This is an optimization exercise on Yosys and OpenROAD, whose aim is small area and a short achievable clock period, not a production implementation. In this exercise RTL edits were held to simulation tests only and were not proved equivalent to the original. No run shown here takes its clock network from TritonCTS; it comes from the design's own scripts or RTL. No driver is modelled on the clock port, so clock power and skew are understated where the tree is cut down; a real chip needs a root buffer or a tree. Power and IR drop assume default switching activity.

===== design/flow/config.mk =====
export PLATFORM = sky130hd
export DESIGN_NAME = cpu_top
export DESIGN_NICKNAME = cpu_top
export VERILOG_FILES = /design/flow/design.v
export SDC_FILE = /design/flow/constraint.sdc
export NUM_CORES = 8
export LEC_CHECK = 0
export CAP_MARGIN = 20
export CORE_MARGIN = 2
export CORE_UTILIZATION = 40
export SLEW_MARGIN = 20
export SYNTH_HIERARCHICAL = 1

===== design/flow/constraint.sdc =====
create_clock -name core_clock -period 10.0 [get_ports {clk}]
set_input_delay 2.0000 -clock core_clock [delete_from_list [all_inputs] [get_ports {clk}]]
set_output_delay 2.0000 -clock core_clock [all_outputs]
set_load 0.01 [all_outputs]

===== design/flow/design.v =====
package cpu_pkg;
    typedef enum logic [6:0] {
        OPC_OP     = 7'b0110011,
        OPC_OP_IMM = 7'b0010011,
        OPC_LUI    = 7'b0110111
    } opcode_e;
    typedef enum logic [3:0] {
        ALU_ADD    = 4'd0,
        ALU_SUB    = 4'd1,
        ALU_AND    = 4'd2,
        ALU_OR     = 4'd3,
        ALU_XOR    = 4'd4,
        ALU_SLL    = 4'd5,
        ALU_SRL    = 4'd6,
        ALU_SRA    = 4'd7,
        ALU_SLT    = 4'd8,
        ALU_SLTU   = 4'd9,
        ALU_PASS_B = 4'd10
    } alu_op_e;
endpackage
`timescale 1ns/1ps
module instr_decode (
    input  logic [31:0] instr,
    input  logic        fwd_a,
    input  logic        fwd_b,
    input  logic [31:0] rs1,
    input  logic [31:0] rs2,
    input  logic [31:0] rs2_n,
    input  logic [31:0] res,
    input  logic [31:0] res_n,
    output logic [31:0] op_a,
    output logic [31:0] op_bx,
    output logic        sub,
    output logic        s_add,
    output logic        s_x,
    output logic        s_g,
    output logic        s_r,
    output logic        s_l,
    output logic        s_lt,
    output logic        sltu,
    output logic        sra,
    output logic        we
);
    logic [6:0]  opcode;
    logic [2:0]  f3;
    logic        alt;
    logic        is_op;
    logic        is_imm;
    logic        is_lui;
    logic        is_alu;
    logic        rev;
    logic        fa_n, fa_r, sa_n, sa_r;
    logic        fb_p, fb_n, sb_p, sb_n;
    logic [31:0] imm_x;
    assign opcode = instr[6:0];
    assign f3     = instr[14:12];
    assign alt    = instr[30];
    assign is_op  = (opcode == 7'b0110011);
    assign is_imm = (opcode == 7'b0010011);
    assign is_lui = (opcode == 7'b0110111);
    assign is_alu = is_op || is_imm;
    assign we = (is_alu || is_lui) && (instr[11:7] != 5'd0);
    assign s_add = !is_alu || (f3 == 3'd0);
    assign s_l   = is_alu && (f3 == 3'd1);
    assign s_lt  = is_alu && (f3 == 3'd2 || f3 == 3'd3);
    assign s_x   = is_alu && (f3 == 3'd4 || f3 == 3'd6);
    assign s_r   = is_alu && (f3 == 3'd5);
    assign s_g   = is_alu && (f3 == 3'd6 || f3 == 3'd7);
    assign sltu  = (f3 == 3'd3);
    assign sra   = alt && (f3 == 3'd5);
    assign sub   = is_alu && ((f3 == 3'd0 && alt && is_op) || f3 == 3'd2 || f3 == 3'd3);
    assign rev   = (f3 == 3'd1);
    assign fa_n = is_alu && fwd_a && !rev;
    assign fa_r = is_alu && fwd_a && rev;
    assign sa_n = is_alu && !fwd_a && !rev;
    assign sa_r = is_alu && !fwd_a && rev;
    assign fb_p = is_op && fwd_b && !sub;
    assign fb_n = is_op && fwd_b && sub;
    assign sb_p = is_op && !fwd_b && !sub;
    assign sb_n = is_op && !fwd_b && sub;
    always_comb begin
        if (is_imm)      imm_x = {{20{instr[31]}}, instr[31:20]} ^ {32{sub}};
        else if (is_lui) imm_x = {instr[31:12], 12'd0};
        else             imm_x = 32'd0;
    end
    for (genvar i = 0; i < 32; i++) begin : g_op
        op_sel4 u_a (
            .s0 (fa_n), .d0 (res[i]),
            .s1 (fa_r), .d1 (res[31-i]),
            .s2 (sa_n), .d2 (rs1[i]),
            .s3 (sa_r), .d3 (rs1[31-i]),
            .y  (op_a[i])
        );
        op_sel5 u_b (
            .s0 (fb_p), .d0 (res[i]),
            .s1 (fb_n), .d1 (res_n[i]),
            .s2 (sb_p), .d2 (rs2[i]),
            .s3 (sb_n), .d3 (rs2_n[i]),
            .e  (imm_x[i]),
            .y  (op_bx[i])
        );
    end
endmodule
module op_sel4 (
    input  logic s0, d0, s1, d1, s2, d2, s3, d3,
    output logic y
);
    assign y = (s0 && d0) || (s1 && d1) || (s2 && d2) || (s3 && d3);
endmodule
module op_sel5 (
    input  logic s0, d0, s1, d1, s2, d2, s3, d3, e,
    output logic y
);
    assign y = (s0 && d0) || (s1 && d1) || (s2 && d2) || (s3 && d3) || e;
endmodule
`timescale 1ns/1ps
module reg_file (
    input  logic [31:1][31:0] regs,
    input  logic [31:0]       wr_data,
    input  logic [31:0]       sel,
    output logic [31:0]       rd_data,
    output logic [31:0]       rd_data_n
);
    for (genvar b = 0; b < 32; b++) begin : g_bit
        logic [31:0] col;
        assign col[0] = wr_data[b];
        for (genvar i = 1; i < 32; i++) begin : g_reg
            assign col[i] = regs[i][b];
        end
        rf_and_or u_ao (.d(col), .h(sel), .q(rd_data[b]), .qn(rd_data_n[b]));
    end
endmodule
module rf_wdec (
    input  logic        we,
    input  logic [4:0]  rd,
    output logic [31:1] wen
);
    always_comb begin
        for (int i = 1; i < 32; i++) wen[i] = we && (rd == i);
    end
endmodule
module rf_pre (
    input  logic [4:0] rs,
    input  logic       e_we,
    input  logic [4:0] e_rd,
    input  logic       d_we,
    input  logic [4:0] d_rd,
    output logic       fwd,
    output logic       thru,
    output logic [3:0] lo,
    output logic [7:0] hi
);
    assign fwd  = d_we && (d_rd == rs);
    assign thru = e_we && (e_rd == rs);
    always_comb begin
        for (int i = 0; i < 4; i++) lo[i] = (rs[1:0] == i);
        for (int i = 0; i < 8; i++) hi[i] = !thru && (rs[4:2] == i);
    end
endmodule
module rf_sel (
    input  logic [31:1] vld,
    input  logic        thru,
    input  logic [3:0]  lo,
    input  logic [7:0]  hi,
    output logic [31:0] sel
);
    always_comb begin
        sel[0] = thru;
        for (int i = 1; i < 32; i++) sel[i] = vld[i] && lo[i % 4] && hi[i / 4];
    end
endmodule
module rf_and_or (
    input  logic [31:0] d,
    input  logic [31:0] h,
    output logic        q,
    output logic        qn
);
    logic [10:0] g;
    logic [2:0]  n;
    for (genvar k = 0; k < 10; k++) begin : g_aoi
        rf_aoi3 u_aoi (.d(d[3*k +: 3]), .h(h[3*k +: 3]), .y(g[k]));
    end
    rf_aoi2 u_aoi_last (.d(d[31:30]), .h(h[31:30]), .y(g[10]));
    rf_nand4 u_n0 (.a(g[3:0]), .y(n[0]));
    rf_nand4 u_n1 (.a(g[7:4]), .y(n[1]));
    rf_nand3 u_n2 (.a(g[10:8]), .y(n[2]));
    rf_or3   u_or (.a(n), .y(q));
    rf_nor3  u_nor (.a(n), .y(qn));
endmodule
module rf_aoi3 (
    input  logic [2:0] d,
    input  logic [2:0] h,
    output logic       y
);
    assign y = !((d[0] && h[0]) || (d[1] && h[1]) || (d[2] && h[2]));
endmodule
module rf_aoi2 (
    input  logic [1:0] d,
    input  logic [1:0] h,
    output logic       y
);
    assign y = !((d[0] && h[0]) || (d[1] && h[1]));
endmodule
module rf_nand4 (
    input  logic [3:0] a,
    output logic       y
);
    assign y = !(&a);
endmodule
module rf_nand3 (
    input  logic [2:0] a,
    output logic       y
);
    assign y = !(&a);
endmodule
module rf_or3 (
    input  logic [2:0] a,
    output logic       y
);
    assign y = |a;
endmodule
module rf_nor3 (
    input  logic [2:0] a,
    output logic       y
);
    assign y = !(|a);
endmodule
`timescale 1ns/1ps
module alu_exec (
    input  logic [31:0] a,
    input  logic [31:0] bx,
    input  logic        sub,
    input  logic        s_add,
    input  logic        s_x,
    input  logic        s_g,
    input  logic        s_r,
    input  logic        s_l,
    input  logic        s_lt,
    input  logic        sltu,
    input  logic        sra,
    output logic [31:0] result,
    output logic [31:0] result_n
);
    logic [31:0] p;
    logic [31:0] g;
    logic [31:0] c;
    logic        cout;
    logic [31:0] sum;
    logic [31:0] shr;
    logic        lt;
    logic [31:0] mask;
    add_pg   u_pg   (.a(a), .b(bx), .p(p), .g(g));
    add_tree u_tree (.p(p), .g(g), .cin(sub), .c(c), .cout(cout));
    add_sum  u_sum  (.p(p), .c(c), .s(sum));
    alu_lt u_lt (.cout(cout), .p31(p[31]), .sltu(sltu), .lt(lt));
    alu_shift u_sh (.a(a), .sh(bx[4:0]), .q(shr));
    alu_mask  u_mk (.sh(bx[4:0]), .m(mask));
    for (genvar i = 0; i < 32; i++) begin : g_res
        logic o;
        alu_res_early u_e (
            .s_x (s_x),
            .p   (p[i]),
            .s_g (s_g),
            .g   (g[i]),
            .s_r (s_r),
            .r   (shr[i]),
            .s_l (s_l),
            .l   (shr[31-i]),
            .s_m (s_r && sra && a[31]),
            .m   (mask[i]),
            .o   (o)
        );
        if (i == 0) begin : g_lt
            alu_res_late2 u_l (.s_add(s_add), .sum(sum[i]), .s_lt(s_lt), .lt(lt), .o(o),
                               .y(result[i]), .yn(result_n[i]));
        end else begin : g_sum
            alu_res_late u_l (.s_add(s_add), .sum(sum[i]), .o(o), .y(result[i]), .yn(result_n[i]));
        end
    end
endmodule
module add_pg (
    input  logic [31:0] a,
    input  logic [31:0] b,
    output logic [31:0] p,
    output logic [31:0] g
);
    assign p = a ^ b;
    assign g = a & b;
endmodule
module add_sum (
    input  logic [31:0] p,
    input  logic [31:0] c,
    output logic [31:0] s
);
    assign s = p ^ c;
endmodule
module add_tree (
    input  logic [31:0] p,
    input  logic [31:0] g,
    input  logic        cin,
    output logic [31:0] c,
    output logic        cout
);
    logic [31:0] gg [0:5];
    logic [31:0] pp [0:5];
    always_comb begin
        gg[0]    = g;
        pp[0]    = p;
        gg[0][0] = g[0] || (p[0] && cin);
        for (int l = 0; l < 5; l++) begin
            for (int i = 0; i < 32; i++) begin
                if ((i >> l) & 1) begin
                    gg[l+1][i] = gg[l][i] || (pp[l][i] && gg[l][((i >> l) << l) - 1]);
                    pp[l+1][i] = pp[l][i] && pp[l][((i >> l) << l) - 1];
                end else begin
                    gg[l+1][i] = gg[l][i];
                    pp[l+1][i] = pp[l][i];
                end
            end
        end
        c[0] = cin;
        for (int i = 1; i < 32; i++) c[i] = gg[5][i-1];
        cout = gg[5][31];
    end
endmodule
module alu_lt (
    input  logic cout,
    input  logic p31,
    input  logic sltu,
    output logic lt
);
    assign lt = cout ^ (sltu || p31);
endmodule
module alu_shift (
    input  logic [31:0] a,
    input  logic [4:0]  sh,
    output logic [31:0] q
);
    assign q = a >> sh;
endmodule
module alu_mask (
    input  logic [4:0]  sh,
    output logic [31:0] m
);
    assign m = ~(32'hffffffff >> sh);
endmodule
module alu_res_early (
    input  logic s_x,
    input  logic p,
    input  logic s_g,
    input  logic g,
    input  logic s_r,
    input  logic r,
    input  logic s_l,
    input  logic l,
    input  logic s_m,
    input  logic m,
    output logic o
);
    assign o = (s_x && p) || (s_g && g) || (s_r && r) || (s_l && l) || (s_m && m);
endmodule
module alu_res_late (
    input  logic s_add,
    input  logic sum,
    input  logic o,
    output logic y,
    output logic yn
);
    assign y  = (s_add && sum) || o;
    assign yn = !y;
endmodule
module alu_res_late2 (
    input  logic s_add,
    input  logic sum,
    input  logic s_lt,
    input  logic lt,
    input  logic o,
    output logic y,
    output logic yn
);
    assign y  = (s_add && sum) || (s_lt && lt) || o;
    assign yn = !y;
endmodule
`timescale 1ns/1ps
module retire_stage (
    input  logic        retire_valid,
    input  logic        e_valid,
    input  logic [15:0] count,
    input  logic [15:0] pc_lo,
    input  logic [13:0] pc_hi,
    output logic [15:0] count_nxt,
    output logic [13:0] pc_hi_nxt
);
    assign count_nxt = count + {15'd0, e_valid};
    assign pc_hi_nxt = pc_hi + {13'd0, retire_valid && (&pc_lo)};
endmodule
`timescale 1ns/1ps
module cpu_top (
    input  logic                         clk,
    input  logic                         rstn,
    input  logic                         instr_valid,
    input  logic [31:0]                  instr,
    output logic                         retire_valid,
    output logic                         retire_we,
    output logic [32-1:0]         retire_pc,
    output logic [5-1:0]   retire_rd,
    output logic [32-1:0]         retire_data,
    output logic [16-1:0] retire_count
);
    logic        f_valid;
    logic [31:0] f_instr;
    always_ff @(posedge clk or negedge rstn) begin
        if (!rstn) f_valid <= 1'b0;
        else       f_valid <= instr_valid;
    end
    logic        e_we;
    logic [4:0]  e_rd;
    logic        we_nxt;
    logic        pa_fwd, pa_thru, pb_fwd, pb_thru;
    logic [3:0]  pa_lo, pb_lo;
    logic [7:0]  pa_hi, pb_hi;
    logic        f_fwd_a, f_thru_a, f_fwd_b, f_thru_b;
    logic [3:0]  f_lo_a, f_lo_b;
    logic [7:0]  f_hi_a, f_hi_b;
    rf_pre u_pre_a (
        .rs   (instr[19:15]),
        .e_we (e_we),
        .e_rd (e_rd),
        .d_we (f_valid && we_nxt),
        .d_rd (f_instr[11:7]),
        .fwd  (pa_fwd),
        .thru (pa_thru),
        .lo   (pa_lo),
        .hi   (pa_hi)
    );
    rf_pre u_pre_b (
        .rs   (instr[24:20]),
        .e_we (e_we),
        .e_rd (e_rd),
        .d_we (f_valid && we_nxt),
        .d_rd (f_instr[11:7]),
        .fwd  (pb_fwd),
        .thru (pb_thru),
        .lo   (pb_lo),
        .hi   (pb_hi)
    );
    always_ff @(posedge clk) begin
        f_instr  <= instr;
        f_fwd_a  <= pa_fwd;
        f_thru_a <= pa_thru;
        f_lo_a   <= pa_lo;
        f_hi_a   <= pa_hi;
        f_fwd_b  <= pb_fwd;
        f_thru_b <= pb_thru;
        f_lo_b   <= pb_lo;
        f_hi_b   <= pb_hi;
    end
    logic [31:1][31:0] regs;
    logic [31:1] vld;
    logic [31:0] rs1_data;
    logic [31:0] rs2_data;
    logic [31:0] rs2_data_n;
    logic [31:1] wen;
    rf_wdec u_wdec (.we(retire_we), .rd(retire_rd), .wen(wen));
    always_ff @(posedge clk or negedge rstn) begin
        if (!rstn) begin
            vld <= '0;
        end else begin
            vld <= vld | wen;
        end
    end
    always_ff @(posedge clk) begin
        for (int i = 1; i < 32; i++) begin
            if (wen[i]) begin
                regs[i] <= retire_data;
            end
        end
    end
    logic [31:0] sel_a;
    logic [31:0] sel_b;
    rf_sel u_sel_a (.vld(vld), .thru(f_thru_a), .lo(f_lo_a), .hi(f_hi_a), .sel(sel_a));
    rf_sel u_sel_b (.vld(vld), .thru(f_thru_b), .lo(f_lo_b), .hi(f_hi_b), .sel(sel_b));
    logic [31:0] rs1_data_n;
    reg_file u_rf_a (.regs(regs), .wr_data(retire_data), .sel(sel_a), .rd_data(rs1_data), .rd_data_n(rs1_data_n));
    reg_file u_rf_b (.regs(regs), .wr_data(retire_data), .sel(sel_b), .rd_data(rs2_data), .rd_data_n(rs2_data_n));
    logic        e_valid;
    logic [31:0] alu_result;
    logic [31:0] alu_result_n;
    logic [31:0] op_a_nxt;
    logic [31:0] op_bx_nxt;
    logic        sub_nxt, s_add_nxt, s_x_nxt, s_g_nxt, s_r_nxt, s_l_nxt, s_lt_nxt;
    logic        sltu_nxt, sra_nxt;
    instr_decode u_dec (
        .instr (f_instr),
        .fwd_a (f_fwd_a),
        .fwd_b (f_fwd_b),
        .rs1   (rs1_data),
        .rs2   (rs2_data),
        .rs2_n (rs2_data_n),
        .res   (alu_result),
        .res_n (alu_result_n),
        .op_a  (op_a_nxt),
        .op_bx (op_bx_nxt),
        .sub   (sub_nxt),
        .s_add (s_add_nxt),
        .s_x   (s_x_nxt),
        .s_g   (s_g_nxt),
        .s_r   (s_r_nxt),
        .s_l   (s_l_nxt),
        .s_lt  (s_lt_nxt),
        .sltu  (sltu_nxt),
        .sra   (sra_nxt),
        .we    (we_nxt)
    );
    logic [31:0] e_a;
    logic [31:0] e_bx;
    logic        e_sub, e_s_add, e_s_x, e_s_g, e_s_r, e_s_l, e_s_lt, e_sltu, e_sra;
    always_ff @(posedge clk or negedge rstn) begin
        if (!rstn) begin
            e_valid <= 1'b0;
            e_we    <= 1'b0;
        end else begin
            e_valid <= f_valid;
            e_we    <= f_valid && we_nxt;
        end
    end
    always_ff @(posedge clk) begin
        e_a     <= op_a_nxt;
        e_bx    <= op_bx_nxt;
        e_sub   <= sub_nxt;
        e_s_add <= s_add_nxt;
        e_s_x   <= s_x_nxt;
        e_s_g   <= s_g_nxt;
        e_s_r   <= s_r_nxt;
        e_s_l   <= s_l_nxt;
        e_s_lt  <= s_lt_nxt;
        e_sltu  <= sltu_nxt;
        e_sra   <= sra_nxt;
        e_rd    <= f_instr[11:7];
    end
    alu_exec u_alu (
        .a        (e_a),
        .bx       (e_bx),
        .sub      (e_sub),
        .s_add    (e_s_add),
        .s_x      (e_s_x),
        .s_g      (e_s_g),
        .s_r      (e_s_r),
        .s_l      (e_s_l),
        .s_lt     (e_s_lt),
        .sltu     (e_sltu),
        .sra      (e_sra),
        .result   (alu_result),
        .result_n (alu_result_n)
    );
    logic [15:0] pc_lo;
    logic [13:0] pc_hi;
    logic [15:0] count_nxt;
    logic [13:0] pc_hi_nxt;
    retire_stage u_ret (
        .retire_valid (retire_valid),
        .e_valid      (e_valid),
        .count        (retire_count),
        .pc_lo        (pc_lo),
        .pc_hi        (pc_hi),
        .count_nxt    (count_nxt),
        .pc_hi_nxt    (pc_hi_nxt)
    );
    always_ff @(posedge clk or negedge rstn) begin
        if (!rstn) begin
            retire_valid <= 1'b0;
            retire_we    <= 1'b0;
            retire_count <= '0;
            pc_hi        <= '0;
        end else begin
            retire_valid <= e_valid;
            retire_we    <= e_valid && e_we;
            retire_count <= count_nxt;
            pc_hi        <= pc_hi_nxt;
        end
    end
    always_ff @(posedge clk) begin
        pc_lo       <= retire_count;
        retire_rd   <= e_rd;
        retire_data <= alu_result;
    end
    assign retire_pc = {pc_hi, pc_lo, 2'b00};
endmodule

===== design/flow/flow/run.sh =====
#!/bin/bash
# the standard layout, but for the clock tree, and with timing repair aimed
# below the design's period (repair_timing works until each path has
# SETUP_SLACK_MARGIN ns of slack).
#   1. standard.sh up to placement
#   2. flow/cts.tcl in place of ORFS's cts step: a two-level clock tree of
#      clkbuf_16 (the clock port drives 4 roots, each root 16 leaves, each
#      leaf a compact cluster of about 20 flip-flops), then ORFS's timing
#      repair and legalisation as in its cts step
#   3. standard.sh on to the end
# each step's output goes to its own log here; ORFS's own logs are in orfs/logs.
set -euo pipefail
M=6.8
bash standard.sh SETUP_SLACK_MARGIN=$M place > log_1_place.log 2>&1
bash standard.sh SETUP_SLACK_MARGIN=$M vars > log_2_vars.log 2>&1
P=${FLOW_PLATFORM:-sky130hd}
(
  set +u
  source orfs/objects/$P/cpu_top/base/vars.sh
  export SCRIPTS_DIR=$FLOW_HOME/scripts
  export FLOW_CLOCK_PORT=clk
  export FLOW_CTS_LEAF_DEPTH=6
  export FLOW_CTS_ROOT_DEPTH=2
  export FLOW_CTS_LEAF_CELL=sky130_fd_sc_hd__clkbuf_16
  export FLOW_CTS_ROOT_CELL=sky130_fd_sc_hd__clkbuf_16
  openroad -no_splash -exit -metrics "$LOG_DIR/4_1_cts.json" flow/cts.tcl > "$LOG_DIR/4_1_cts.log" 2>&1
) > log_3_cts.log 2>&1
cp orfs/logs/$P/cpu_top/base/4_1_cts.log log_3_cts.log
cp orfs/results/$P/cpu_top/base/4_1_cts.odb orfs/results/$P/cpu_top/base/4_cts.odb
bash standard.sh SETUP_SLACK_MARGIN=$M finish > log_4_finish.log 2>&1

===== design/flow/flow/cts.tcl =====
# clock tree stage of the layout: ORFS's cts.tcl with the clock tree built
# here instead of by clock_tree_synthesis: the clock port drives a few root
# buffers, each root drives leaf buffers, each leaf a compact cluster of
# flip-flops (recursive bisection of the flip-flop locations), so every
# flip-flop is two buffers from the port.
utl::set_metrics_stage "cts__{}"
source $::env(SCRIPTS_DIR)/load.tcl
erase_non_stage_variables cts
load_design 3_place.odb 3_place.sdc

proc bisect { pts depth } {
  if { $depth == 0 } {
    return [list $pts]
  }
  set xs [lmap p $pts { lindex $p 0 }]
  set ys [lmap p $pts { lindex $p 1 }]
  set w [expr { [tcl::mathfunc::max {*}$xs] - [tcl::mathfunc::min {*}$xs] }]
  set h [expr { [tcl::mathfunc::max {*}$ys] - [tcl::mathfunc::min {*}$ys] }]
  set idx [expr { $w >= $h ? 0 : 1 }]
  set s [lsort -integer -index $idx $pts]
  set n [llength $s]
  set m [expr { $n / 2 }]
  return [concat [bisect [lrange $s 0 [expr { $m - 1 }]] [expr { $depth - 1 }]] \
    [bisect [lrange $s $m end] [expr { $depth - 1 }]]]
}

proc centroid { pts } {
  set sx 0
  set sy 0
  foreach p $pts {
    set sx [expr { $sx + [lindex $p 0] }]
    set sy [expr { $sy + [lindex $p 1] }]
  }
  set n [llength $pts]
  return [list [expr { $sx / $n }] [expr { $sy / $n }]]
}

proc place_buf { block master name xy } {
  set inst [odb::dbInst_create $block $master $name]
  set w [$master getWidth]
  set h [$master getHeight]
  $inst setLocation [expr { int([lindex $xy 0] - $w / 2) }] [expr { int([lindex $xy 1] - $h / 2) }]
  $inst setPlacementStatus PLACED
  return $inst
}

proc build_clock_tree { leaf_depth root_depth leaf_cell root_cell } {
  set db [ord::get_db]
  set block [ord::get_db_block]
  set leaf_master [$db findMaster $leaf_cell]
  set root_master [$db findMaster $root_cell]
  set clk [[$block findBTerm $::env(FLOW_CLOCK_PORT)] getNet]
  set pts {}
  foreach it [$clk getITerms] {
    set bb [[$it getInst] getBBox]
    lappend pts [list [expr { ([$bb xMin] + [$bb xMax]) / 2 }] \
      [expr { ([$bb yMin] + [$bb yMax]) / 2 }] $it]
  }
  puts "clock tree: [llength $pts] sinks"
  set leaves [bisect $pts $leaf_depth]
  set per_root [expr { 1 << ($leaf_depth - $root_depth) }]
  set nroot [expr { 1 << $root_depth }]
  for { set r 0 } { $r < $nroot } { incr r } {
    set group [lrange $leaves [expr { $r * $per_root }] [expr { ($r + 1) * $per_root - 1 }]]
    set leaf_xy {}
    foreach cl $group {
      lappend leaf_xy [centroid $cl]
    }
    set rnet [odb::dbNet_create $block "clknet_root_$r"]
    $rnet setSigType CLOCK
    set rinst [place_buf $block $root_master "clkbuf_root_$r" [centroid $leaf_xy]]
    [$rinst findITerm A] connect $clk
    [$rinst findITerm X] connect $rnet
    set k 0
    foreach cl $group xy $leaf_xy {
      set name "${r}_$k"
      set lnet [odb::dbNet_create $block "clknet_leaf_$name"]
      $lnet setSigType CLOCK
      set linst [place_buf $block $leaf_master "clkbuf_leaf_$name" $xy]
      [$linst findITerm A] connect $rnet
      [$linst findITerm X] connect $lnet
      foreach p $cl {
        set it [lindex $p 2]
        $it disconnect
        $it connect $lnet
      }
      puts "clock tree: leaf $name [llength $cl] sinks"
      incr k
    }
  }
  $clk setSigType CLOCK
}

build_clock_tree $::env(FLOW_CTS_LEAF_DEPTH) $::env(FLOW_CTS_ROOT_DEPTH) \
  $::env(FLOW_CTS_LEAF_CELL) $::env(FLOW_CTS_ROOT_CELL)
set_propagated_clock [all_clocks]

log_cmd estimate_parasitics -placement
report_clock_latency

set_placement_padding -global \
  -left $::env(CELL_PAD_IN_SITES_DETAIL_PLACEMENT) \
  -right $::env(CELL_PAD_IN_SITES_DETAIL_PLACEMENT)
detailed_placement
log_cmd estimate_parasitics -placement
report_clock_latency

repair_timing_helper
detailed_placement
check_placement -verbose

report_metrics 4 "cts final"

orfs_write_db $::env(RESULTS_DIR)/4_1_cts.odb
orfs_write_sdc $::env(RESULTS_DIR)/4_cts.sdc

===== design/flow/standard.sh =====
#!/bin/bash
# synth_recipe.tcl (not shown) runs the flow's synth.tcl, then flattens the netlist and writes it again
# the make line also repeats each setting of config.mk as NAME=value (left out here)
make -C /OpenROAD-flow-scripts/flow DESIGN_CONFIG=/design/flow/config.mk WORK_HOME=/design/flow/orfs CLKGATE_MAP_FILE= SYNTH_SCRIPT=/design/flow/synth_recipe.tcl "${@:-finish}"

==> results.yml, run 1 <==
timing:
  hold_violations: 0
  setup_violations: 0
  worst_pin_slew_ns: 1.03
  fmax_mhz: 299
  whs_ns: 0.383
  tns_ns: 0
  slew_headroom_pct: 31.2
  rsz0062_at_grt: "yes"
  finalClockSkew_ns: 0.0647
  period_needed_ns: 3.35
  period_share_pct: 33.5
  slew_viol_final: 0
run:
  cap_violations: 0
pwr:
  p_total_mw: 8.66
  powerDensity_mw_per_mm2: 142
  leakage_nw: 20.1
  peakVddDrop_mv: 0.147
hold_path:
  hold_end: "e_valid"
  hold_start: "f_valid"
  hold_path.class: "reg -> reg"
  worstHoldPathCells: 0
place:
  port_buffers: 119
  dpl.hpwl_um: 123000
  placed_cell_area_mm2: 0.0571
  gp_congestion: 0.966
global_route:
  grt_max_degree: 67
  antenna_found_initial: 15
  grt_pass1_wl_um: 297000
  grt_usage_pct: 30.8
  grt-ovfl-total: 0
  grt_pass1_vias: 38205
critical_path:
  r2r-end: "e_a[0]"
  cp.required_ns: 10.43
  r2r-start: "f_lo_a[2]"
  reg2reg_slack_ns: 6.65
  crit_arrival_ns: 3.78
  critPathKind: "reg -> reg"
  rr_worst_depth: 7
  cp-end-kind: "flop"
  critPathMaxFanout: 32
  critPathLaunchType: "flop"
route:
  drt_iter0_drc: 11093
  firstDrtPassIters: 14
  wl_per_cell_um: 39.3
  vias_per_cell: 7.43
  antenna_left: 0
  drcViolationCount: 0
  vias: 41301
  totalWireLength_um: 218000
cells_and_area:
  n_fill_cell: 11435
  regArea_mm2: 0.0354
  multi_input_area_mm2: 0.0175
  final_layout_size_suffix_gt1_share_pct: 17.5
  finalNetCount: 3870
  final_area_mm2: 0.0609
  area_growth_pct: 15.7
cts:
  insertion_delay_ns: 0.55
  ctsHoldBuffers: 0
  path_clk_slew_ns: 0.11
die:
  dieArea_mm2: 0.135
  initial_utilization_pct: 40.2
  die_x_um: 367
  core-area_mm2: 0.131
  rows: 133
  die_y_um: 367
  io_pins: 122
synthesis:
  yosysWarnings: 14
  synth_cells: 3402
  syn_area_per_cell_um2: 15.5
  syn-cell-area_mm2: 0.0526
run_status:
  status: "timing/DRC/antenna clean"
[where the power goes]
group	switching (mW)	total (mW)	leakage, nW	internal [mW]
sequential	0.0508	5.62	9.47	5.57
clock	1.59	2.78	0.838	1.20
combinational	0.143	0.248	9.83	0.105
total	1.78	8.66	20.1	6.87
[flip-flops by register name (all words and copies together), names as in the netlist, 14 cells and up]
name / flops
regs: 992
pc_lo: 16
retire_data: 32
e_a: 32
f_instr: 32
e_bx: 32
retire_count: 16
vld: 31
pc_hi: 14
[worst max path at each step]
stage                    from             end  slack [ns]  depth (start not counted)
2_1_floorplan       instr[18]       f_hi_a[0]        6.95                          4
3_3_place_gp        instr[17]       f_hi_a[4]        6.29                          4
3_5_place_dp        instr[17]       f_hi_a[2]        6.21                          4
4_1_cts        retire_data[3]  retire_data[3]        6.63                          2
5_1_grt               e_bx[4]        e_bx[23]        6.74                         12
6_report            f_lo_a[2]          e_a[0]        6.65                          7
[metal layers]
| layer | share of wire [%] | vias up | global-route usage (%) |
|---|---|---|---|
| li1 | - | 16338 | - |
| met1 | 34 | 20602 | 40.3 |
| met2 | 43 | 3733 | 45.3 |
| met3 | 15 | 614 | 7.68 |
| met4 | 8.1 | 14 | 20.5 |
| met5 | 0.043 | - | 0 |
[cell type report]
| type | count | area share, % |
|---|---|---|
| Sequential cell | 1249 | 58.2 |
| Inverter | 24 | 0.148 |
| Buffer | 68 | 2.79 |
| Multi-Input combinational cell | 2077 | 28.8 |
| Timing Repair Buffer | 378 | 6.52 |
| Tap cell | 1755 | 3.61 |
| Antenna cell | 6 | 0.0247 |
[cell usage in the layout, fill, tap and decap left out, types with 13 or more instances in the layout]
cell	n
a21o_1	48
a21oi_1	89
a222oi_1	704
a22oi_1	101
a22oi_2	65
and2_1	13
and3_1	70
buf_12	26
buf_2	19
buf_4	210
bufbuf_16	24
clkbuf_16	70
clkdlybuf4s15_1	17
clkdlybuf4s50_1	28
dfrtp_1	52
dfrtp_2	14
dfxtp_1	154
dfxtp_4	31
dlygate4sd2_1	32
edfxtp_1	992
ha_1	20
inv_1	21
mux2i_1	15
mux4_2	29
nand2_1	135
nand3_1	91
nand4_1	142
nor2_1	64
nor2_4	31
nor3_2	35
o2bb2ai_1	23
or2_1	32
or3_1	68
xnor2_1	28
xor2_1	57
[critical path, stage by stage, from the launching register on]
cell and delay [ns]:
dfxtp_1 0.49, and3_1 0.24, buf_4 0.31, a222oi_1 0.47, nand4_1 0.49, or3_1 0.57, a22oi_1 0.52, nand2_1 0.11
[stage by stage]
| step | util (%) | setup slack, ns | cells |
|---|---|---|---|
| floorplan | - | 6.95 | 3403 |
| detailed placement | 43.6 | 6.21 | 5371 |
| global route | 46.5 | 6.74 | 5551 |
| finish | 46.5 | 6.65 | 5557 |
| CTS | 46.1 | 6.63 | 5530 |
| global placement | 43.6 | 6.29 | 5370 |
[repair_timing]
item                                    CTS  global route
endpoints found under the setup margin  149            71
buffers inserted                         67            18
resized for setup                       355            76
cloned                                   24             3
pin swaps                                 2            14
==> run 2, diff against run 1 <==
--- a/design/flow/flow/run.sh
+++ b/design/flow/flow/run.sh
@@ -2,7 +2,7 @@
 # the standard layout, but for the clock tree, and with timing repair aimed
 # below the design's period (repair_timing works until each path has
 # SETUP_SLACK_MARGIN ns of slack).
-#   1. standard.sh up to placement
+#   1. standard.sh up to placement, with buf_2 as the port buffer cell
 #   2. flow/cts.tcl in place of ORFS's cts step: a two-level clock tree of
 #      clkbuf_16 (the clock port drives 4 roots, each root 16 leaves, each
 #      leaf a compact cluster of about 20 flip-flops), then ORFS's timing
@@ -11,7 +11,7 @@
 # each step's output goes to its own log here; ORFS's own logs are in orfs/logs.
 set -euo pipefail
 M=6.8
-bash standard.sh SETUP_SLACK_MARGIN=$M place > log_1_place.log 2>&1
+bash standard.sh SETUP_SLACK_MARGIN=$M "BUFFER_PORTS_ARGS=-buffer_cell sky130_fd_sc_hd__buf_2" place > log_1_place.log 2>&1
 bash standard.sh SETUP_SLACK_MARGIN=$M vars > log_2_vars.log 2>&1
 P=${FLOW_PLATFORM:-sky130hd}
 (
==> results.yml, run 2 <==
cells_and_area:
  layout_common_cells: "edfxtp_1, a222oi_1, buf_4"
  stdcell_count: 5524
  utilization_pct: 45.9
  area_growth_pct: 14.1
  n_fill_cell: 11412
  final_area_mm2: 0.0601
  final_common_cell: "edfxtp_1"
  largest_reg_flops: 992
  finalNetCount: 3839
  top_register: "regs"
  final_layout_size_suffix_gt1_share_pct: 18.4
pwr:
  p_total_mw: 8.60
  p_switching_mw: 1.76
  peakVddDrop_mv: 0.137
  intPower_mw: 6.84
  powerDensity_mw_per_mm2: 143
  leakage_nw: 19.9
  power_frac_seq_pct: 65.5
  clockPowerShare_pct: 32.2
  share_comb_of_total_power_pct: 2.3
  switching_share_pct: 20.5
critical_path:
  crit_chain: "and3_1, buf_4, a222oi_1, nand4_1, or3_1, a22oi_1, nand2_1"
  critPathKind: "reg -> reg"
  max_stage_delay_ns: 0.53
  cp.required_ns: 10.39
  critPathLaunchType: "flop"
  crit_arrival_ns: 3.69
  cp-end-kind: "flop"
  slowest_stage: "or3_1"
  critPathMaxFanout: 32
route:
  vias: 41141
  antenna_left: 0
  wl_per_cell_um: 39.8
  drt_iter0_drc: 10920
  totalWireLength_um: 220000
  drcViolationCount: 0
  vias_per_cell: 7.45
  firstDrtPassIters: 14
die:
  initial_utilization_pct: 40.2
  io_pins: 122
  die_y_um: 367
  die_x_um: 367
  dieArea_mm2: 0.135
  rows: 133
  core-area_mm2: 0.131
place:
  placed_cell_area_mm2: 0.0565
  port_buffers: 119
  dpl.hpwl_um: 124000
  place_inst: 5373
  post-place-ws_ns: 6.50
  gp_congestion: 0.939
cts:
  insertion_delay_ns: 0.53
  path_clk_slew_ns: 0.09
timing:
  rsz0062_at_grt: "yes"
  slew_headroom_pct: 27.1
  worst_slack_ns: 6.70
  slew_viol_final: 0
  hold_violations: 0
  worst_pin_slew_ns: 1.09
  finalClockSkew_ns: 0.0594
  period_needed_ns: 3.30
  period_share_pct: 33.0
  tns_ns: 0
  setup_violations: 0
  whs_ns: 0.401
  fmax_mhz: 303
global_route:
  grt_usage_pct: 31.0
  grt_pass1_wl_um: 299000
  antenna_found_initial: 16
  grt_max_degree: 67
  grt_pass1_vias: 37683
  grt-ovfl-total: 0
hold_path:
  hold_path.class: "reg -> reg"
synthesis:
  synth_cells: 3402
  syn-cell-area_mm2: 0.0526
  syn_area_per_cell_um2: 15.5
  yosysWarnings: 14
run:
  cap_violations: 0
run_status:
  status: "timing/DRC/antenna clean"
[run 2: power by group through the flow]
stage	sequential, mW	combinational (mW)	clock [mW]
final	5.64	0.194	2.77
after global routing	5.64	0.206	2.95
after CTS	5.64	0.192	2.78
after detailed placement	5.76	0.176	0
after global placement	5.76	0.175	0
after floorplan	5.75	0.0734	0
[run 2: what timing repair did]
item,in CTS,in global routing
gates resized for setup,142,35
endpoints found under the setup margin,74,41
hold buffers,0,0
pin swaps,0,2
cloned,23,3
setup buffers,50,3
[run 2: path summary, 6_finish.rpt]
path	slack [ns]	depth (start not counted)	from	end
hold reg to reg	0.40	0	f_valid	e_valid
hold / removal	0.40	0	f_valid	e_valid
max in group asynchronous	7.61	2	rstn	retire_we
setup reg to reg	6.70	7	f_lo_a[2]	e_a[0]
setup / recovery	6.70	7	f_lo_a[2]	e_a[0]
min in group asynchronous	1.71	2	rstn	retire_count[4]
[run 2: worst max-delay path: cells and delay by family, from the launching register on]
family                 cells  cell delay (ns)
AND/OR/NAND/NOR            4             1.35
AO/OA/AOI/OAI              2             1.01
flip-flops                 1             0.48
buffers and inverters      1             0.31
[run 2: routing by layer]
metal  track usage (%)  share of wire (%)  vias to the layer above
li1                  -                  -                    16251
met1              40.1                 34                    20709
met2              46.1                 43                     3581
met3              7.83                 14                      582
met4              20.5                8.4                       18
met5                 0              0.053                        -
[run 2: final cells by class]
class / count / area [µm²] / area share [%]
sequential: 1249 / 35400 / 58.9
multi-input combinational: 2076 / 17400 / 28.9
timing repair buffer: 348 / 3310 / 5.51
tap: 1755 / 2200 / 3.66
buffer: 68 / 1700 / 2.83
inverter: 24 / 90.1 / 0.150
antenna: 4 / 10.0 / 0.0167
==> run 3, diff against run 2 <==
--- a/design/flow/flow/run.sh
+++ b/design/flow/flow/run.sh
@@ -10,7 +10,7 @@
 #   3. standard.sh on to the end
 # each step's output goes to its own log here; ORFS's own logs are in orfs/logs.
 set -euo pipefail
-M=6.8
+M=7.2
 bash standard.sh SETUP_SLACK_MARGIN=$M "BUFFER_PORTS_ARGS=-buffer_cell sky130_fd_sc_hd__buf_2" place > log_1_place.log 2>&1
 bash standard.sh SETUP_SLACK_MARGIN=$M vars > log_2_vars.log 2>&1
 P=${FLOW_PLATFORM:-sky130hd}
==> results.yml, run 3 <==
run_status:
  status: "timing/DRC/antenna clean"
route:
  vias: 42113
  vias_per_cell: 7.34
  wl_per_cell_um: 38.9
  totalWireLength_um: 223000
  drcViolationCount: 0
  antenna_left: 0
  drt_iter0_drc: 9960
  firstDrtPassIters: 15
global_route:
  antenna_found_initial: 13
  grt_max_degree: 65
  grt_pass1_vias: 38775
  grt-ovfl-total: 0
  grt_pass1_wl_um: 303000
  grt_usage_pct: 31.4
timing:
  period_needed_ns: 3.20
  tns_ns: 0
  setup_violations: 0
  period_share_pct: 32.0
  finalClockSkew_ns: 0.0588
  worst_pin_slew_ns: 0.989
  slew_viol_final: 0
  whs_ns: 0.377
  slew_headroom_pct: 34.0
  fmax_mhz: 313
  rsz0062_at_grt: "yes"
  hold_violations: 0
die:
  rows: 133
  die_x_um: 367
  io_pins: 122
  initial_utilization_pct: 40.2
  core-area_mm2: 0.131
  dieArea_mm2: 0.135
  die_y_um: 367
cells_and_area:
  final_layout_size_suffix_gt1_share_pct: 27.8
  final_common_cell: "edfxtp_1"
  largest_reg_flops: 992
  layout_common_cells: "edfxtp_1, a222oi_1, buf_4"
  n_fill_cell: 11206
  finalNetCount: 4050
  area_growth_pct: 21.1
  top_register: "regs"
place:
  gp_congestion: 0.961
  port_buffers: 119
  dpl.hpwl_um: 124000
critical_path:
  crit_family: "flip-flops"
  slowest_stage: "dfxtp_4"
  max_stage_delay_ns: 0.37
  rr_worst_depth: 9
  worstSetupStartpoint: "retire_data[31]"
  reg2reg_slack_ns: 6.88
  cp.required_ns: 8.00
  r2r-start: "e_bx[0]"
  cp-end-kind: "output port"
  crit_chain: "buf_12, buf_6"
  critPathMaxFanout: 2
  crit_arrival_ns: 1.20
  r2r-end: "e_a[30]"
  critPathKind: "reg -> out"
  crit_buf_inv: 2
  critPathLaunchType: "flop"
  crit_cells: 2
  endpoint: "retire_data[31]"
cts:
  path_clk_slew_ns: 0.10
  ctsHoldBuffers: 0
  insertion_delay_ns: 0.54
pwr:
  leakage_nw: 21.3
  p_total_mw: 8.69
  powerDensity_mw_per_mm2: 136
  peakVddDrop_mv: 0.148
hold_path:
  hold_path.class: "reg -> reg"
  hold_start: "f_valid"
run:
  cap_violations: 0
synthesis:
  syn-cell-area_mm2: 0.0526
  yosysWarnings: 14
  syn_area_per_cell_um2: 15.5
  synth_cells: 3402
-- run 3: changes by cell type in the layout (fill, tap and decap cells not counted), moves of 17 or more --
cell     change
a21oi_2     +27
buf_6      +100
ha_4        +17
a22oi_2     +26
buf_2       -60
a21oi_1     -30
dfxtp_2     +20
buf_4      +150
dfxtp_1     -46
dfxtp_4     +26
a22oi_1     -26
-- run 3: cell type report --
type	count	area, µm²	share of cell area [%]
tap	1755	2200	3.45
timing repair buffer	559	5740	9.01
inverter	24	96.3	0.151
sequential	1249	35500	55.7
multi-input combinational	2076	18500	29.0
antenna	6	15.0	0.0236
buffer	68	1700	2.67
-- run 3: per-stage QoR --
stage | util [%] | cells | area, µm² | setup WS, ns
2_1_floorplan | - | 3403 | 52700 | 6.98
3_3_place_gp | 43.1 | 5362 | 56500 | 6.50
3_5_place_dp | 43.1 | 5362 | 56500 | 6.50
4_1_cts | 47.9 | 5679 | 62700 | 6.80
5_1_grt | 48.7 | 5732 | 63700 | 6.80
6_report | 48.7 | 5737 | 63700 | 6.80
-- run 3: repair_timing --
action | in CTS | in global routing
pin swaps | 105 | 101
setup endpoints to repair | 187 | 165
setup buffers | 215 | 52
gates cloned | 34 | 0
resized for setup | 456 | 134
-- run 3: routing by layer --
metal	track usage [%]	share of wire, %	wire length, µm
met1	40.7	35	77400
met2	46.0	42	94300
met3	8.01	14	31400
met4	22.1	8.9	19900
met5	0	0.017	39
-- run 3: worst min path at each step --
stage	endpoint	slack, ns	cells past startpoint
floorplan	e_valid	0.35	0
global placement	e_valid	0.35	0
detailed placement	e_valid	0.36	0
CTS	e_valid	0.38	0
global route	e_valid	0.40	0
finish	e_valid	0.38	0
-- run 3: report_power, final --
part	total [mW]	leakage (nW)	switching, mW	internal, mW
Combinational	0.292	10.9	0.153	0.139
Sequential	5.63	9.50	0.0550	5.57
Clock	2.77	0.838	1.58	1.20
==> run 4, diff against run 3 <==
--- a/design/flow/flow/run.sh
+++ b/design/flow/flow/run.sh
@@ -10,7 +10,7 @@
 #   3. standard.sh on to the end
 # each step's output goes to its own log here; ORFS's own logs are in orfs/logs.
 set -euo pipefail
-M=7.2
+M=7.4
 bash standard.sh SETUP_SLACK_MARGIN=$M "BUFFER_PORTS_ARGS=-buffer_cell sky130_fd_sc_hd__buf_2" place > log_1_place.log 2>&1
 bash standard.sh SETUP_SLACK_MARGIN=$M vars > log_2_vars.log 2>&1
 P=${FLOW_PLATFORM:-sky130hd}
==> results.yml, run 4 <==
cts:
  ctsHoldBuffers: 0
  insertion_delay_ns: 0.54
  path_clk_slew_ns: 0.10
global_route:
  grt_usage_pct: 30.7
  grt_pass1_wl_um: 299000
  grt-ovfl-total: 0
  grt_max_degree: 67
  antenna_found_initial: 11
  grt_pass1_vias: 38591
pwr:
  peakVddDrop_mv: 0.147
  leakage_nw: 21.1
  powerDensity_mw_per_mm2: 137
cells_and_area:
  largest_reg_flops: 992
  top_register: "regs"
  area_growth_pct: 20.5
  final_common_cell: "edfxtp_1"
  final_area_mm2: 0.0634
  finalNetCount: 4028
  utilization_pct: 48.4
  final_layout_size_suffix_gt1_share_pct: 27.7
  layout_common_cells: "edfxtp_1, a222oi_1, buf_4"
die:
  rows: 133
  dieArea_mm2: 0.135
  die_y_um: 367
  core-area_mm2: 0.131
  die_x_um: 367
  initial_utilization_pct: 40.2
  io_pins: 122
timing:
  setup_violations: 0
  tns_ns: 0
  rsz0062_at_grt: "yes"
  slew_headroom_pct: 33.9
  slew_viol_final: 0
  finalClockSkew_ns: 0.0575
  period_needed_ns: 3.21
  worst_pin_slew_ns: 0.992
  period_share_pct: 32.1
  fmax_mhz: 312
  hold_violations: 0
critical_path:
  cp-end-kind: "output port"
  critPathMaxFanout: 2
  critPathKind: "reg -> out"
  critPathLaunchType: "flop"
  cp.required_ns: 8.00
  crit_chain: "buf_12, buf_6"
  crit_arrival_ns: 1.21
  max_stage_delay_ns: 0.38
  slowest_stage: "dfxtp_4"
route:
  vias_per_cell: 7.32
  firstDrtPassIters: 15
  totalWireLength_um: 218000
  vias: 41835
  wl_per_cell_um: 38.2
  antenna_left: 0
  drcViolationCount: 0
  drt_iter0_drc: 10473
synthesis:
  syn-cell-area_mm2: 0.0526
  yosysWarnings: 14
  syn_area_per_cell_um2: 15.5
  synth_cells: 3402
run_status:
  status: "timing/DRC/antenna clean"
hold_path:
  hold_path.class: "reg -> reg"
place:
  port_buffers: 119
  placed_cell_area_mm2: 0.0565
  dpl.hpwl_um: 125000
  gp_congestion: 0.963
run:
  cap_violations: 0
run 4: routing by layer:
layer / global-route usage (%) / vias to the layer above / wire length (µm)
li1: - / 16611 / -
met1: 40.7 / 21054 / 76200
met2: 45.7 / 3602 / 93800
met3: 7.37 / 558 / 31000
met4: 18.9 / 10 / 17200
met5: 0 / - / 62
run 4: worst paths after layout:
check                                     start               to  slack (ns)  depth (start not counted)
worst max-delay path            retire_data[30]  retire_data[30]        6.79                          2
worst min-delay path                    f_valid          e_valid        0.38                          0
worst max register to register          e_bx[0]          e_a[21]        6.93                         12
worst min register to register          f_valid          e_valid        0.38                          0
max in group asynchronous                  rstn        retire_we        7.58                          2
min in group asynchronous                  rstn          e_valid        1.69                          2
run 4: layout make-up:
cell class	instances	area (µm²)
plain buffers	68	1700
multi-input cells	2076	18600
flip-flops and latches	1249	35500
well taps	1755	2200
fillers	11176	67500
diodes	5	12.5
repair buffers	537	5310
inverters	24	103
run 4: per-stage QoR:
step | total power, mW | setup WS, ns | instances | hold slack, ns
after global placement | 5.93 | 6.55 | 5362 | 0.354
final | 8.71 | 6.79 | 5714 | 0.383
after floorplan | 5.83 | 6.98 | 3403 | 0.347
after global routing | 8.90 | 6.80 | 5709 | 0.412
after CTS | 8.68 | 6.79 | 5675 | 0.383
after detailed placement | 5.93 | 6.56 | 5363 | 0.371
run 4: worst max-delay path: cells and delay by family (launching register included):
kind	cells	cell delay [ns]
buf+inv	2	0.27
flops	1	0.38
run 4: what timing repair did:
item / 4_1_cts / 5_1_grt
pin swaps: 130 / 109
endpoints found under the setup margin: 199 / 206
buffers inserted: 223 / 34
gates resized for setup: 420 / 141
gates cloned: 21 / 0
run 4: power by group:
part	switching (mW)	internal [mW]	total [mW]
clock network	1.59	1.20	2.79
logic	0.155	0.137	0.293
registers	0.0548	5.57	5.63
==> run 5, diff against run 4 <==
--- a/design/flow/flow/run.sh
+++ b/design/flow/flow/run.sh
@@ -10,7 +10,7 @@
 #   3. standard.sh on to the end
 # each step's output goes to its own log here; ORFS's own logs are in orfs/logs.
 set -euo pipefail
-M=7.4
+M=7.0
 bash standard.sh SETUP_SLACK_MARGIN=$M "BUFFER_PORTS_ARGS=-buffer_cell sky130_fd_sc_hd__buf_2" place > log_1_place.log 2>&1
 bash standard.sh SETUP_SLACK_MARGIN=$M vars > log_2_vars.log 2>&1
 P=${FLOW_PLATFORM:-sky130hd}
==> results.yml, run 5 <==
run_status:
  status: "timing/DRC/antenna clean"
die:
  rows: 133
  dieArea_mm2: 0.135
  core-area_mm2: 0.131
  initial_utilization_pct: 40.2
  die_x_um: 367
  io_pins: 122
  die_y_um: 367
synthesis:
  syn_area_per_cell_um2: 15.5
  yosysWarnings: 14
  syn-cell-area_mm2: 0.0526
  synth_cells: 3402
critical_path:
  cp.required_ns: 8.00
  critPathKind: "reg -> out"
  crit_arrival_ns: 1.18
  critPathLaunchType: "flop"
  reg2reg_slack_ns: 6.87
  critPathMaxFanout: 2
  rr_worst_depth: 7
  cp-end-kind: "output port"
route:
  firstDrtPassIters: 13
  totalWireLength_um: 219000
  drt_iter0_drc: 10723
  vias_per_cell: 7.42
  vias: 41818
  antenna_left: 0
  drcViolationCount: 0
  wl_per_cell_um: 38.8
place:
  place_inst: 5366
  placed_cell_area_mm2: 0.0565
  port_buffers: 119
  dpl.hpwl_um: 124000
  gp_congestion: 0.979
cells_and_area:
  final_common_cell: "edfxtp_1"
  utilization_pct: 47.3
  layout_common_cells: "edfxtp_1, a222oi_1, buf_4"
  stdcell_count: 5637
  top_register: "regs"
  area_growth_pct: 17.7
  final_area_mm2: 0.0620
  n_fill_cell: 11295
  final_layout_size_suffix_gt1_share_pct: 23.3
  largest_reg_flops: 992
  finalNetCount: 3947
global_route:
  grt_usage_pct: 30.7
  grt_max_degree: 65
  grt-ovfl-total: 0
  grt_pass1_vias: 38158
  antenna_found_initial: 17
  grt_pass1_wl_um: 298000
timing:
  rsz0062_at_grt: "yes"
  period_share_pct: 31.8
  fmax_mhz: 315
  slew_viol_final: 0
  tns_ns: 0
  period_needed_ns: 3.18
  slew_headroom_pct: 21.7
  setup_violations: 0
  finalClockSkew_ns: 0.0626
  hold_violations: 0
  worst_pin_slew_ns: 1.17
cts:
  ctsHoldBuffers: 0
  path_clk_slew_ns: 0.09
  insertion_delay_ns: 0.55
pwr:
  powerDensity_mw_per_mm2: 140
  p_total_mw: 8.66
  peakVddDrop_mv: 0.155
  leakage_nw: 20.6
hold_path:
  worstHoldPathCells: 0
  hold_path.class: "reg -> reg"
run:
  cap_violations: 0
## run 5: metal layers
layer / part of all wire (%) / GRT usage (%)
met5: 0.044 / 0
met4: 8.2 / 19.5
met3: 14 / 6.88
met2: 43 / 45.4
met1: 35 / 41.0
## run 5: cell type report
class | instances | area, µm² | share of cell area, %
timing repair buffer | 456 | 4550 | 7.35
antenna | 9 | 22.5 | 0.0363
sequential | 1249 | 35500 | 57.2
multi-input combinational | 2076 | 17900 | 28.9
inverter | 24 | 92.6 | 0.149
tap | 1755 | 2200 | 3.54
buffer | 68 | 1700 | 2.75
## run 5: critical path, cell delays in order, from the launching register on
cell and delay, ns:
dfxtp_4 0.39, buf_12 0.14, buf_6 0.11
## run 5: timing repair
item | CTS | global route
cloned | 26 | 4
pin swaps | 23 | 71
resized for setup | 273 | 117
setup buffers | 107 | 57
setup endpoints to repair | 157 | 135
## run 5: worst paths after layout
path,startpoint,endpoint
min reg2reg,f_valid,e_valid
min in group asynchronous,rstn,retire_count[14]
max in group asynchronous,rstn,retire_we
min,f_valid,e_valid
max reg2reg,f_lo_b[0],e_bx[9]
max,retire_data[28],retire_data[28]
## run 5: through the flow
step	hold slack, ns	worst slack [ns]
final	0.380	6.82
after global routing	0.392	6.82
after CTS	0.384	6.82
after detailed placement	0.364	6.53
after global placement	0.361	6.57
after floorplan	0.347	6.98
## run 5: where the power goes
group,internal (mW),total [mW],switching [mW]
clock,1.20,2.79,1.59
combinational,0.107,0.253,0.146
sequential,5.57,5.62,0.0497
total,6.87,8.66,1.79
==> run 6, diff against run 5 <==
--- a/design/flow/config.mk
+++ b/design/flow/config.mk
@@ -7,6 +7,7 @@
 export LEC_CHECK = 0
 export CAP_MARGIN = 20
 export CORE_MARGIN = 2
-export CORE_UTILIZATION = 40
+export CORE_UTILIZATION = 55
+export PLACE_DENSITY = 0.7
 export SLEW_MARGIN = 20
 export SYNTH_HIERARCHICAL = 1
==> results.yml, run 6 <==
timing:
  slew_viol_final: 0
  period_share_pct: 31.9
  finalClockSkew_ns: 0.0495
  hold_violations: 0
  fmax_mhz: 313
  tns_ns: 0
  worst_pin_slew_ns: 1.06
  rsz0062_at_grt: "yes"
  setup_violations: 0
  slew_headroom_pct: 29.1
  period_needed_ns: 3.19
die:
  die_x_um: 313
  die_y_um: 313
  initial_utilization_pct: 55.5
  core-area_mm2: 0.0949
  dieArea_mm2: 0.0982
  rows: 113
  io_pins: 122
global_route:
  grt_usage_pct: 41.1
  grt-ovfl-total: 0
  grt_max_degree: 67
  antenna_found_initial: 23
  grt_pass1_wl_um: 288000
  grt_pass1_vias: 38765
critical_path:
  critPathMaxFanout: 6
  cp-end-kind: "output port"
  critPathKind: "reg -> out"
  crit_arrival_ns: 1.19
  critPathLaunchType: "flop"
  cp.required_ns: 8.00
synthesis:
  syn_area_per_cell_um2: 15.5
  synth_cells: 3402
  syn-cell-area_mm2: 0.0526
  yosysWarnings: 14
pwr:
  powerDensity_mw_per_mm2: 140
  p_total_mw: 8.64
  leakage_nw: 20.8
  peakVddDrop_mv: 0.176
cells_and_area:
  top_register: "regs"
  finalNetCount: 3970
  layout_common_cells: "edfxtp_1, a222oi_1, buf_4"
  final_layout_size_suffix_gt1_share_pct: 23.2
  final_common_cell: "edfxtp_1"
  utilization_pct: 64.9
  area_growth_pct: 17.1
  largest_reg_flops: 992
  final_area_mm2: 0.0616
route:
  wl_met2_um: 88500
  highest_layer: "met5"
  totalWireLength_um: 212000
  firstDrtPassIters: 17
  wl_per_cell_um: 41.0
  dr_wl_met3_um: 38000
  vias_per_cell: 8.19
  drt_iter0_drc: 11839
  drcViolationCount: 0
  antenna_left: 0
  vias: 42349
  wl_met1_um: 66800
run:
  cap_violations: 0
place:
  port_buffers: 119
  gp_congestion: 1.00
  placed_cell_area_mm2: 0.0559
  dpl.hpwl_um: 116000
hold_path:
  hold_path.class: "reg -> reg"
cts:
  path_clk_slew_ns: 0.10
  insertion_delay_ns: 0.53
  ctsHoldBuffers: 0
run_status:
  status: "timing/DRC/antenna clean"
-- run 6: layout make-up --
class / instances / area (µm²)
multi-input combinational: 2076 / 17700
timing repair buffer: 479 / 5030
buffer: 68 / 1700
antenna: 12 / 30.0
fill: 6701 / 33300
inverter: 24 / 92.6
tap: 1265 / 1580
sequential: 1249 / 35500
-- run 6: metrics by stage --
step	worst slack [ns]	instances	hold slack (ns)
global route	6.81	5163	0.407
CTS	6.81	5109	0.397
floorplan	6.98	3403	0.347
finish	6.81	5173	0.396
global placement	6.56	4881	0.378
detailed placement	6.53	4882	0.371
-- run 6: what timing repair did --
item                                   in CTS  in global routing
gates resized for setup                   250                133
setup buffers                             126                 49
cloned                                     33                  3
endpoints found under the hold margin       0                  0
setup endpoints to repair                 155                130
pin swaps                                  17                 65
-- run 6: worst max-delay path, stage by stage, from the launching register on --
cell     delay (ns)
dfxtp_4        0.39
buf_12         0.15
buf_6          0.11
-- run 6: metal layers --
layer / vias to the layer above / global-route usage [%]
met5: - / 0
met2: 4379 / 59.6
li1: 16546 / -
met3: 814 / 16.4
met1: 20594 / 52.0
met4: 16 / 25.5
-- run 6: worst paths after layout --
| path | from | endpoint | slack [ns] | cells past startpoint |
|---|---|---|---|---|
| max reg2reg | f_lo_b[1] | e_bx[13] | 6.82 | 7 |
| min in group asynchronous | rstn | f_valid | 1.68 | 2 |
| max | retire_data[23] | retire_data[23] | 6.81 | 2 |
| max in group asynchronous | rstn | pc_hi[4] | 7.64 | 2 |
| min | e_rd[0] | retire_rd[0] | 0.40 | 0 |
| min reg2reg | e_rd[0] | retire_rd[0] | 0.40 | 0 |
-- run 6: power by group --
part	total [mW]	switching, mW	internal (mW)
clock network	2.75	1.56	1.20
registers	5.62	0.0512	5.57
logic	0.262	0.150	0.112

-- static timing again, ports no longer ideal --
The results above use ideal ports. As a check the final layouts listed here were re-extracted and re-timed, cells and wires unchanged.
Step 1 (the two cells are an assumption about what drives the block):
set clk [get_ports {clk}]
set_driving_cell -lib_cell sky130_fd_sc_hd__clkbuf_16 $clk
set_driving_cell -lib_cell sky130_fd_sc_hd__buf_2 [delete_from_list [all_inputs] $clk]
Step 2 times the ports against the registers' clock, not the clock port: input delays grow and output delays shrink by t, the midpoint of the rising clock arrivals with the driver on.
a / b / c = no drivers / after step 1 / after step 2; a / b = the first two.
run	t, ns	slack for setup (ns)	latest minus earliest clock arrival (ns)	worst register clock-pin slew, ns
run 1	0.680	6.652 / 6.639 / 6.283	0.064 / 0.065	0.12 / 0.12
run 2	0.664	6.703 / 6.644 / 6.702	0.060 / 0.059	0.10 / 0.10
run 3	0.678	6.804 / 6.637 / 6.714	0.060 / 0.061	0.10 / 0.10
run 4	0.693	6.795 / 6.613 / 6.851	0.059 / 0.059	0.10 / 0.10
run 5	0.706	6.821 / 6.634 / 6.564	0.063 / 0.063	0.11 / 0.11
run 6	0.679	6.810 / 6.637 / 6.697	0.050 / 0.049	0.10 / 0.10
After both steps setup and hold are still met in every run listed. The setup slack of run 1, which loses most, moves by -0.013 ns with the drivers and by -0.369 ns with both steps.
